What follows belongs to an exercise in optimizing a design on an open flow for a short achievable clock period and few clock cycles per item; a production flow would make more cautious choices.
Function was checked by simulation only, so behaviour that the tests miss may differ from the original.
Power figures rest on the tool's default switching activity, not on a simulated workload.

## design/flow/design.v

```verilog
`timescale 1ns/1ps
`default_nettype none
package isaPkg;
    localparam int DATA_W     = 32;
    localparam int REG_ADDR_W = 5;
    localparam int NUM_REGS   = 32;
    localparam logic [5:0] OP_RTYPE = 6'h00;
    localparam logic [5:0] OP_ADDI  = 6'h08;
    localparam logic [5:0] OP_LW    = 6'h23;
    localparam logic [5:0] OP_SW    = 6'h2b;
    localparam logic [5:0] FN_ADD = 6'h20;
    localparam logic [5:0] FN_SUB = 6'h22;
    localparam logic [5:0] FN_AND = 6'h24;
    localparam logic [5:0] FN_OR  = 6'h25;
    localparam logic [5:0] FN_SLT = 6'h2a;
    typedef struct packed {
        logic [5:0]            opcode;
        logic [REG_ADDR_W-1:0] rs;
        logic [REG_ADDR_W-1:0] rt;
        logic [REG_ADDR_W-1:0] rd;
        logic [4:0]            shamt;
        logic [5:0]            funct;
    } rFields_t;
    typedef struct packed {
        logic [5:0]            opcode;
        logic [REG_ADDR_W-1:0] rs;
        logic [REG_ADDR_W-1:0] rt;
        logic [15:0]           imm;
    } iFields_t;
    typedef union packed {
        rFields_t          r;
        iFields_t          i;
        logic [DATA_W-1:0] raw;
    } instrWord_u;
    typedef enum logic [2:0] {
        ALU_ADD = 3'd0,
        ALU_SUB = 3'd1,
        ALU_AND = 3'd2,
        ALU_OR  = 3'd3,
        ALU_SLT = 3'd4
    } aluOp_e;
endpackage
`default_nettype wire
`timescale 1ns/1ps
`default_nettype none
package pipePkg;
    localparam int DATA_W     = 32;
    localparam int REG_ADDR_W = 5;
    typedef struct packed {
        logic add;
        logic sub;
        logic andOp;
        logic orOp;
        logic slt;
        logic load;
    } resSel_t;
endpackage
`default_nettype wire
`timescale 1ns/1ps
`default_nettype none
module registerFile (
    input  logic        clk,
    input  logic        reset_n,
    input  logic [4:0]  raddrA,
    input  logic [4:0]  raddrB,
    input  logic        we,
    input  logic [4:0]  waddr,
    input  logic [31:0] wdata,
    output logic [31:0] rdataA,
    output logic [31:0] rdataB
);
    logic [31:0] regs [32];
    logic [31:0] live;
    logic [31:0] selA, selB;
    assign live[0] = 1'b0;
    assign regs[0] = '0;
    for (genvar k = 1; k < 32; k++) begin : g_reg
        always_ff @(posedge clk or negedge reset_n) begin
            if (!reset_n) begin
                live[k] <= 1'b0;
            end else if (we && waddr == 5'(k)) begin
                live[k] <= 1'b1;
            end
        end
        always_ff @(posedge clk) begin
            if (we && waddr == 5'(k)) begin
                regs[k] <= wdata;
            end
        end
    end
    assign selA = (32'd1 << raddrA) & live;
    assign selB = (32'd1 << raddrB) & live;
    always_comb begin
        rdataA = '0;
        rdataB = '0;
        for (int k = 1; k < 32; k++) begin
            rdataA = rdataA | ({32{selA[k]}} & regs[k]);
            rdataB = rdataB | ({32{selB[k]}} & regs[k]);
        end
    end
endmodule
`default_nettype wire
`timescale 1ns/1ps
`default_nettype none
module hazardForwardUnit (
    input  logic [4:0] rs,
    input  logic [4:0] rt,
    input  logic       dWrites,     
    input  logic [4:0] dDst,
    input  logic       eWrites,
    input  logic [4:0] eDst,
    input  logic       wWrites,
    input  logic [4:0] wDst,
    output logic       selEA,
    output logic       selEB,
    output logic       selWA,
    output logic       selWB,
    output logic       selW2A,
    output logic       selW2B
);
    assign selEA  = dWrites && (dDst == rs);
    assign selEB  = dWrites && (dDst == rt);
    assign selWA  = eWrites && (eDst == rs);
    assign selWB  = eWrites && (eDst == rt);
    assign selW2A = wWrites && (wDst == rs);
    assign selW2B = wWrites && (wDst == rt);
endmodule
`default_nettype wire
`timescale 1ns/1ps
`default_nettype none
module decodeStage (
    input  logic [31:0]      instr,
    input  logic             valid,
    output logic [4:0]       rs,
    output logic [4:0]       rt,
    output logic [4:0]       dst,
    output logic             writes,      
    output logic             store,
    output logic             bIsImm,      
    output logic             bIsReg,      
    output pipePkg::resSel_t sel,
    output logic [31:0]      imm
);
    logic [5:0] opcode;
    logic [5:0] funct;
    logic       isR;
    logic       isAddi;
    logic       isLw;
    logic       isSw;
    logic       fnAdd, fnSub, fnAnd, fnOr, fnSlt;
    logic       rKnown;
    assign opcode = instr[31:26];
    assign funct  = instr[5:0];
    assign rs     = instr[25:21];
    assign rt     = instr[20:16];
    assign imm    = {{16{instr[15]}}, instr[15:0]};
    assign isR    = (opcode == isaPkg::OP_RTYPE);
    assign isAddi = (opcode == isaPkg::OP_ADDI);
    assign isLw   = (opcode == isaPkg::OP_LW);
    assign isSw   = (opcode == isaPkg::OP_SW);
    assign fnAdd  = isR && (funct == isaPkg::FN_ADD);
    assign fnSub  = isR && (funct == isaPkg::FN_SUB);
    assign fnAnd  = isR && (funct == isaPkg::FN_AND);
    assign fnOr   = isR && (funct == isaPkg::FN_OR);
    assign fnSlt  = isR && (funct == isaPkg::FN_SLT);
    assign rKnown = fnAdd | fnSub | fnAnd | fnOr | fnSlt;
    assign dst    = isR ? instr[15:11] : instr[20:16];
    assign writes = valid && (rKnown || isAddi || isLw) && (dst != 5'd0);
    assign store  = valid && isSw;
    assign bIsImm = isAddi;
    assign bIsReg = rKnown || isSw;
    assign sel.add   = writes && (fnAdd || isAddi);
    assign sel.sub   = writes && fnSub;
    assign sel.andOp = writes && fnAnd;
    assign sel.orOp  = writes && fnOr;
    assign sel.slt   = writes && fnSlt;
    assign sel.load  = writes && isLw;
endmodule
`default_nettype wire
`timescale 1ns/1ps
`default_nettype none
module ksAdd #(
    parameter int W = 32
) (
    input  logic [W-1:0] g,      
    input  logic [W-1:0] p,      
    input  logic         cin,
    output logic [W-1:0] s
);
    localparam int L = $clog2(W);
    logic [W-1:0] gl [L+1];
    logic [W-1:0] pl [L+1];
    always_comb begin
        gl[0]    = g;
        pl[0]    = p;
        gl[0][0] = g[0] | (p[0] & cin);
        for (int l = 0; l < L; l++) begin
            for (int i = 0; i < W; i++) begin
                if (i >= (1 << l)) begin
                    gl[l+1][i] = gl[l][i] | (pl[l][i] & gl[l][i - (1 << l)]);
                    pl[l+1][i] = pl[l][i] & pl[l][i - (1 << l)];
                end else begin
                    gl[l+1][i] = gl[l][i];
                    pl[l+1][i] = pl[l][i];
                end
            end
        end
    end
    assign s = p ^ {gl[L][W-2:0], cin};
endmodule
module ltCmp (
    input  logic [31:0] x,
    input  logic [31:0] y,
    output logic        lt
);
    logic [31:0] gl [6];
    logic [31:0] pl [6];
    always_comb begin
        gl[0]    = x & ~y;
        pl[0]    = ~(x ^ y);
        gl[0][0] = (x[0] & ~y[0]) | pl[0][0];
        for (int l = 0; l < 5; l++) begin
            for (int i = 0; i < 32; i++) begin
                if (i >= (1 << l)) begin
                    gl[l+1][i] = gl[l][i] | (pl[l][i] & gl[l][i - (1 << l)]);
                    pl[l+1][i] = pl[l][i] & pl[l][i - (1 << l)];
                end else begin
                    gl[l+1][i] = gl[l][i];
                    pl[l+1][i] = pl[l][i];
                end
            end
        end
    end
    assign lt = (x[31] ^ y[31]) ? x[31] : ~gl[5][30];
endmodule
module idxAdd3 (
    input  logic [7:0] x,
    input  logic [7:0] y,
    input  logic [7:0] z,
    output logic [5:0] idx
);
    logic [7:0] sv, cv, s;
    assign sv = x ^ y ^ z;
    assign cv = {(x[6:0] & y[6:0]) | (x[6:0] & z[6:0]) | (y[6:0] & z[6:0]), 1'b0};
    ksAdd #(.W(8)) u_add (.g(sv & cv), .p(sv ^ cv), .cin(1'b0), .s(s));
    assign idx = s[7:2];
endmodule
module aluCore (
    input  logic [31:0] x,
    input  logic [31:0] y,
    input  logic [7:0]  nextOff,
    output logic [31:0] vAdd,
    output logic [31:0] vSub,
    output logic [31:0] vAnd,
    output logic [31:0] vOr,
    output logic        vSlt,
    output logic [5:0]  iAdd,         
    output logic [5:0]  iSub,
    output logic [5:0]  iAnd,
    output logic [5:0]  iOr
);
    logic [31:0] p, gs;
    assign p    = x ^ y;
    assign vAnd = x & y;
    assign gs   = x & ~y;
    assign vOr  = x | y;
    ksAdd #(.W(32)) u_sum  (.g(vAnd), .p(p),  .cin(1'b0), .s(vAdd));
    ksAdd #(.W(32)) u_diff (.g(gs),   .p(~p), .cin(1'b1), .s(vSub));
    ltCmp u_lt (.x(x), .y(y), .lt(vSlt));
    idxAdd3 u_idxAdd (.x(p[7:0]),    .y({vAnd[6:0], 1'b0}), .z(nextOff), .idx(iAdd));
    idxAdd3 u_idxSub (.x(~p[7:0]),   .y({gs[6:0], 1'b1}),   .z(nextOff), .idx(iSub));
    idxAdd3 u_idxAnd (.x(vAnd[7:0]), .y(8'd0),              .z(nextOff), .idx(iAnd));
    idxAdd3 u_idxOr  (.x(vOr[7:0]),  .y(8'd0),              .z(nextOff), .idx(iOr));
endmodule
module executeStage (
    input  logic [31:0] eA,
    input  logic [31:0] eB,
    input  logic [31:0] eStData,    
    input  logic [31:0] wRes,
    input  logic        fwdS,       
    input  logic [19:0] pick,       
    input  logic        pickLoad,
    input  logic [31:0] loadData,
    input  logic [7:0]  nextOff,    
    input  logic [5:0]  loadIdx,    
    output logic [31:0] storeData,
    output logic [31:0] result,
    output logic [31:0] resultOut,  
    output logic [7:0]  fwdHi,      
    output logic [7:0]  fwdLo       
);
    function automatic logic [15:0] hot(input logic [5:0] idx);
        hot = {8'd1 << idx[5:3], 8'd1 << idx[2:0]};
    endfunction
    logic [7:0]  offP1;
    logic [31:0] x [4];
    logic [31:0] y [4];
    logic [31:0] vAdd [4], vSub [4], vAnd [4], vOr [4];
    logic        vSlt [4];
    logic [5:0]  iAdd [4], iSub [4], iAnd [4], iOr [4];
    logic [15:0] hotOff, hotOffP1;
    logic [15:0] fwdHot;
    assign offP1    = nextOff + 8'd1;
    assign hotOff   = hot(nextOff[7:2]);
    assign hotOffP1 = hot(offP1[7:2]);
    assign x[0] = eA;   assign y[0] = eB;
    assign x[1] = wRes; assign y[1] = eB;
    assign x[2] = eA;   assign y[2] = wRes;
    assign x[3] = wRes; assign y[3] = wRes;
    for (genvar c = 0; c < 4; c++) begin : g_alu
        aluCore u_alu (
            .x         (x[c]),
            .y         (y[c]),
            .nextOff   (nextOff),
            .vAdd      (vAdd[c]),
            .vSub      (vSub[c]),
            .vAnd      (vAnd[c]),
            .vOr       (vOr[c]),
            .vSlt      (vSlt[c]),
            .iAdd      (iAdd[c]),
            .iSub      (iSub[c]),
            .iAnd      (iAnd[c]),
            .iOr       (iOr[c])
        );
    end
    assign storeData = fwdS ? wRes : eStData;
    always_comb begin
        resultOut = '0;
        for (int c = 3; c >= 0; c--) begin
            resultOut = resultOut
                      | {31'd0, pick[5 * c + 4] & vSlt[c]}
                      | ({32{pick[5 * c + 3]}} & vOr[c])
                      | ({32{pick[5 * c + 2]}} & vAnd[c])
                      | ({32{pick[5 * c + 1]}} & vSub[c])
                      | ({32{pick[5 * c + 0]}} & vAdd[c]);
        end
        resultOut = resultOut | ({32{pickLoad}} & loadData);
    end
    always_comb begin
        result = {32{pickLoad}} & loadData;
        fwdHot = {16{pickLoad}} & hot(loadIdx);
        for (int c = 0; c < 4; c++) begin
            result = result
                   | ({32{pick[5 * c + 0]}} & vAdd[c])
                   | ({32{pick[5 * c + 1]}} & vSub[c])
                   | ({32{pick[5 * c + 2]}} & vAnd[c])
                   | ({32{pick[5 * c + 3]}} & vOr[c])
                   | {31'd0, pick[5 * c + 4] & vSlt[c]};
            fwdHot = fwdHot
                   | ({16{pick[5 * c + 0]}} & hot(iAdd[c]))
                   | ({16{pick[5 * c + 1]}} & hot(iSub[c]))
                   | ({16{pick[5 * c + 2]}} & hot(iAnd[c]))
                   | ({16{pick[5 * c + 3]}} & hot(iOr[c]))
                   | ({16{pick[5 * c + 4]}} & (vSlt[c] ? hotOffP1 : hotOff));
        end
    end
    assign fwdHi = fwdHot[15:8];
    assign fwdLo = fwdHot[7:0];
endmodule
`default_nettype wire
`timescale 1ns/1ps
`default_nettype none
module memoryStage (
    input  logic        clk,
    input  logic [63:0] wordSel,    
    input  logic        we,
    input  logic [31:0] wdata,
    input  logic [7:0]  portOff,    
    output logic [31:0] rdata,
    output logic [5:0]  rIdxNext    
);
    logic [31:0] dmem [64];
    logic [5:0]  wsum [64];
    logic [7:0]  sumNew;
    assign sumNew = wdata[7:0] + portOff;
    for (genvar w = 0; w < 64; w++) begin : g_word
        logic       wr;
        logic [7:0] sumOld;
        assign wr     = we && wordSel[w];
        assign sumOld = dmem[w][7:0] + portOff;
        always_ff @(posedge clk) begin
            if (wr) begin
                dmem[w] <= wdata;
            end
            wsum[w] <= wr ? sumNew[7:2] : sumOld[7:2];
        end
    end
    always_comb begin
        rdata    = '0;
        rIdxNext = '0;
        for (int w = 0; w < 64; w++) begin
            rdata    = rdata    | ({32{wordSel[w]}} & dmem[w]);
            rIdxNext = rIdxNext | ({6{wordSel[w]}}  & wsum[w]);
        end
    end
endmodule
`default_nettype wire
`timescale 1ns/1ps
`default_nettype none
module mipsPipe (
    input  logic        clk,
    input  logic        reset_n,
    input  logic [31:0] instr,
    input  logic        instrValid,
    output logic        instrReady,
    output logic        wbValid,
    output logic [4:0]  wbAddr,
    output logic [31:0] wbData
);
    logic [4:0]       dDst;
    logic             dWrites, dStore, dBIsImm, dBIsReg;
    pipePkg::resSel_t dSel;
    logic [31:0]      dImm;
    logic [31:0]      dOpA, dOpB;
    logic [7:0]       dOff;
    logic [7:0]       dAddrRf, dAddrW, dAddrW2;
    logic [5:0]       dIdxOwn;
    logic        fValid;
    logic [31:0] fInstr;
    logic [31:0] fRdA, fRdB;
    logic        fSelEA, fSelEB, fSelWA, fSelWB, fSelW2A, fSelW2B;
    logic             eWrites, eStore, eFwdA, eFwdS;
    logic [19:0]      ePick;        
    logic             ePickLoad;
    logic [19:0]      dPick;
    pipePkg::resSel_t eSel;
    logic [4:0]       eDst;
    logic [31:0]      eA, eB, eStData;
    logic [63:0]      eOwnWord;         
    logic [7:0]       eFwdHi, eFwdLo;   
    logic [63:0]      eWord;
    logic             wWrites;
    logic [4:0]       wDst;
    logic [31:0]      wRes;     
    logic [31:0]      wData;    
    logic             oValid;   
    logic [4:0]       oAddr;
    logic [31:0]      oData;
    logic             w2Writes;
    logic [4:0]       w2Dst;
    logic [31:0]      w2Data;
    logic [31:0] rdA, rdB;
    logic        selEA, selEB, selWA, selWB, selW2A, selW2B;
    assign instrReady = 1'b1;
    registerFile u_registerFile (
        .clk     (clk),
        .reset_n (reset_n),
        .raddrA  (instr[25:21]),
        .raddrB  (instr[20:16]),
        .we      (wWrites),
        .waddr   (wDst),
        .wdata   (wData),
        .rdataA  (rdA),
        .rdataB  (rdB)
    );
    hazardForwardUnit u_hazardForwardUnit (
        .rs      (instr[25:21]),
        .rt      (instr[20:16]),
        .dWrites (dWrites),
        .dDst    (dDst),
        .eWrites (eWrites),
        .eDst    (eDst),
        .wWrites (wWrites),
        .wDst    (wDst),
        .selEA   (selEA),
        .selEB   (selEB),
        .selWA   (selWA),
        .selWB   (selWB),
        .selW2A  (selW2A),
        .selW2B  (selW2B)
    );
    always_ff @(posedge clk or negedge reset_n) begin
        if (!reset_n) begin
            fValid  <= 1'b0;
            fSelEA  <= 1'b0;
            fSelEB  <= 1'b0;
            fSelWA  <= 1'b0;
            fSelWB  <= 1'b0;
            fSelW2A <= 1'b0;
            fSelW2B <= 1'b0;
        end else begin
            fValid  <= instrValid;
            fSelEA  <= selEA;
            fSelEB  <= selEB;
            fSelWA  <= selWA;
            fSelWB  <= selWB;
            fSelW2A <= selW2A;
            fSelW2B <= selW2B;
        end
    end
    always_ff @(posedge clk) begin
        fInstr <= instr;
        fRdA   <= rdA;
        fRdB   <= rdB;
    end
    decodeStage u_decodeStage (
        .instr  (fInstr),
        .valid  (fValid),
        .rs     (),
        .rt     (),
        .dst    (dDst),
        .writes (dWrites),
        .store  (dStore),
        .bIsImm (dBIsImm),
        .bIsReg (dBIsReg),
        .sel    (dSel),
        .imm    (dImm)
    );
    assign dOpA = fSelWA ? wData : fSelW2A ? w2Data : fRdA;
    assign dOpB = fSelWB ? wData : fSelW2B ? w2Data : fRdB;
    assign dOff = fInstr[7:0];
    assign dAddrRf = fRdA[7:0]   + dOff;
    assign dAddrW  = wData[7:0]  + dOff;
    assign dAddrW2 = w2Data[7:0] + dOff;
    assign dIdxOwn = fSelWA ? dAddrW[7:2] : fSelW2A ? dAddrW2[7:2] : dAddrRf[7:2];
    logic [31:0] storeData;
    logic [31:0] loadData;
    logic [31:0] result;
    logic [31:0] resultOut;
    logic [5:0]  idxLoad;
    logic [7:0]  fwdHi, fwdLo;
    memoryStage u_memoryStage (
        .clk      (clk),
        .wordSel  (eWord),
        .we       (eStore),
        .wdata    (storeData),
        .portOff  (instr[7:0]),
        .rdata    (loadData),
        .rIdxNext (idxLoad)
    );
    executeStage u_executeStage (
        .eA       (eA),
        .eB       (eB),
        .eStData  (eStData),
        .wRes     (wRes),
        .fwdS     (eFwdS),
        .pick     (ePick),
        .pickLoad (ePickLoad),
        .loadData (loadData),
        .nextOff  (dOff),
        .loadIdx  (idxLoad),
        .storeData(storeData),
        .result   (result),
        .resultOut(resultOut),
        .fwdHi    (fwdHi),
        .fwdLo    (fwdLo)
    );
    for (genvar w = 0; w < 64; w++) begin : g_word
        assign eWord[w] = eFwdA ? (eFwdHi[w / 8] & eFwdLo[w % 8]) : eOwnWord[w];
    end
    always_comb begin
        logic       useWa, useWb;
        logic [3:0] choice;
        useWa  = fSelEA;
        useWb  = fSelEB && dBIsReg;
        choice = {useWa & useWb, ~useWa & useWb, useWa & ~useWb, ~useWa & ~useWb};
        for (int c = 0; c < 4; c++) begin
            dPick[5 * c + 0] = choice[c] & dSel.add;
            dPick[5 * c + 1] = choice[c] & dSel.sub;
            dPick[5 * c + 2] = choice[c] & dSel.andOp;
            dPick[5 * c + 3] = choice[c] & dSel.orOp;
            dPick[5 * c + 4] = choice[c] & dSel.slt;
        end
    end
    always_ff @(posedge clk or negedge reset_n) begin
        if (!reset_n) begin
            eWrites <= 1'b0;
            eStore  <= 1'b0;
            eFwdA   <= 1'b0;
            eFwdS   <= 1'b0;
            eSel    <= '0;
            ePick   <= '0;
            ePickLoad <= 1'b0;
        end else begin
            eWrites <= dWrites;
            eStore  <= dStore;
            eFwdA   <= fSelEA;
            eFwdS   <= fSelEB;
            eSel    <= dSel;
            ePick   <= dPick;
            ePickLoad <= dSel.load;
        end
    end
    always_ff @(posedge clk) begin
        eDst    <= dDst;
        eA      <= dOpA;
        eB      <= dBIsImm ? dImm : dOpB;
        eStData <= dOpB;
        eOwnWord <= 64'd1 << dIdxOwn;
        eFwdHi  <= fwdHi;
        eFwdLo  <= fwdLo;
    end
    always_ff @(posedge clk or negedge reset_n) begin
        if (!reset_n) begin
            wWrites  <= 1'b0;
            w2Writes <= 1'b0;
            oValid   <= 1'b0;
        end else begin
            wWrites  <= eWrites;
            w2Writes <= wWrites;
            oValid   <= |eSel;    
        end
    end
    always_ff @(posedge clk) begin
        wRes <= result;
        wDst <= eDst;
        if (eWrites) begin
            wData <= result;
        end
        oData <= resultOut;
        oAddr  <= eDst & {5{eWrites}};
        w2Dst  <= wDst;
        w2Data <= wData;
    end
    assign wbValid = oValid;
    assign wbAddr  = oAddr;
    assign wbData  = oData;
endmodule
`default_nettype wire
`timescale 1ns/1ps
`default_nettype none
module mipsPipeTop (
    input  logic        clk,
    input  logic        reset_n,
    input  logic [31:0] instr,
    input  logic        instrValid,
    output logic        instrReady,
    output logic        wbValid,
    output logic [4:0]  wbAddr,
    output logic [31:0] wbData
);
    mipsPipe u_mipsPipe (
        .clk        (clk),
        .reset_n    (reset_n),
        .instr      (instr),
        .instrValid (instrValid),
        .instrReady (instrReady),
        .wbValid    (wbValid),
        .wbAddr     (wbAddr),
        .wbData     (wbData)
    );
endmodule
`default_nettype wire
```

## design/flow/flow/run.sh

```bash
#!/bin/bash
# The standard layout (standard.sh) with two make variables changed:
#   ADDER_MAP_FILE empty: Yosys does not extract half and full adder cells,
#     so ABC maps the adders together with the rest of the logic;
#   MATCH_CELL_FOOTPRINT 0: timing repair after placement may resize a cell
#     to a different footprint (detailed placement runs after each repair).
# Synthesis is otherwise the standard one, so the registers are the same.
# Each tool's output is kept in orfs/logs; the make output in layout.log.
set -euo pipefail
bash standard.sh ADDER_MAP_FILE= MATCH_CELL_FOOTPRINT=0 finish > layout.log 2>&1
```

## design/flow/standard.sh

```bash
#!/bin/bash
# synth_recipe.tcl (not shown) runs the flow's synth.tcl, then flattens the netlist and writes it again
# the make line also repeats each setting of config.mk as NAME=value (left out here)
make -C /OpenROAD-flow-scripts/flow DESIGN_CONFIG=/design/flow/config.mk WORK_HOME=/design/flow/orfs CLKGATE_MAP_FILE= SYNTH_SCRIPT=/design/flow/synth_recipe.tcl "${@:-finish}"
```

## design/flow/config.mk

```make
export PLATFORM = sky130hd
export DESIGN_NAME = mipsPipeTop
export DESIGN_NICKNAME = mipsPipeTop
export VERILOG_FILES = /design/flow/design.v
export SDC_FILE = /design/flow/constraint.sdc
export NUM_CORES = 4
export LEC_CHECK = 0
export CAP_MARGIN = 20
export CORE_MARGIN = 2
export CORE_UTILIZATION = 40
export CTS_CLUSTER_DIAMETER = 60
export CTS_CLUSTER_SIZE = 30
export MIN_ROUTING_LAYER = met2
export PLACE_DENSITY = 0.55
export SETUP_SLACK_MARGIN = 4.0
export SLEW_MARGIN = 20
export SYNTH_HIERARCHICAL = 1
export SYNTH_MINIMUM_KEEP_SIZE = 0
export TNS_END_PERCENT = 10
```

## design/flow/constraint.sdc

```tcl
create_clock -name core_clock -period 6.5 [get_ports {clk}]
set_input_delay 1.3000 -clock core_clock [delete_from_list [all_inputs] [get_ports {clk}]]
set_output_delay 1.3000 -clock core_clock [all_outputs]
set_load 0.01 [all_outputs]
```

==> flow_metrics.py <==
metrics = {
    "floorplan": {
        "die_x_um": 712,
        "die_h_um": 712,
        "pin_count": 74,
        "start_util_pct": 40.2,
        "rows": 259,
    },
    "run_status": {
        "status": "did not finish",
        "firstError": "[ERROR GRT-0116] Global routing finished with congestion. Check the congestion regions in the DRC Viewer.",
        "stop_stage": "5_1_grt",
    },
    "clock_tree": {
        "cts_max_path_buffers": 4,
        "root_buffer": "clkbuf_16",
        "htree_num_levels": 5,
        "numCtsBuffers": 403,
        "cts-hold-fix-buffers": 0,
    },
    "placement": {
        "gp_congestion": 1.23,
        "place_hpwl_um": 883000,
        "io_buffers": 72,
        "place_area_mm2": 0.219,
        "place_inst": 24500,
    },
    "synthesis": {
        "avgSynthCellArea_um2": 11.2,
        "syn_inst": 18000,
        "yosys_warnings": 35,
        "synth_area_mm2": 0.200,
    },
    "grt": {
        "grtUsageTotal_pct": 87.1,
        "grt_first_pass_wirelength_um": 2080000,
        "grt_max_degree": 147,
        "grt.overflow.total": 5018,
        "grt_pass1_vias": 282000,
    },
}
-- metal layers --
layer / track usage [%] / GRT overflow
met1: - / -
met5: 82.6 / 616
met2: 88.7 / 407
met4: 69.3 / 399
met3: 96.3 / 3596
-- power by group through the flow --
stage	combinational (mW)	clock [mW]	sequential, mW
2_1_floorplan	3.60	0	27.6
3_3_place_gp	6.14	0	28.1
3_5_place_dp	6.15	0	28.1
4_1_cts	6.59	26.2	27.6
-- worst max-delay path by stage --
stage                                    endpoint  slack, ns  depth (start not counted)
CTS                  u_mipsPipe.eFwdHi[2]$_DFF_P_       2.15                         12
detailed placement  u_mipsPipe.wData[2]$_DFFE_PP_       0.93                         11
global placement    u_mipsPipe.wData[2]$_DFFE_PP_       0.95                         11
floorplan            u_mipsPipe.eFwdHi[4]$_DFF_P_       3.09                         11
-- metrics by stage --
step / setup slack [ns] / utilization [%]
after CTS: 2.15 / 48.7
after global placement: 0.948 / 43.9
after floorplan: 3.09 / -
after detailed placement: 0.933 / 44.0
-- what timing repair did --
action / in CTS
pin swaps: 167
setup buffers: 342
gates cloned: 53
setup endpoints to repair: 3349
gates resized for setup: 1001
Testbench counts, summed over its fixed seeds: cycles 12,024, items 12,000.
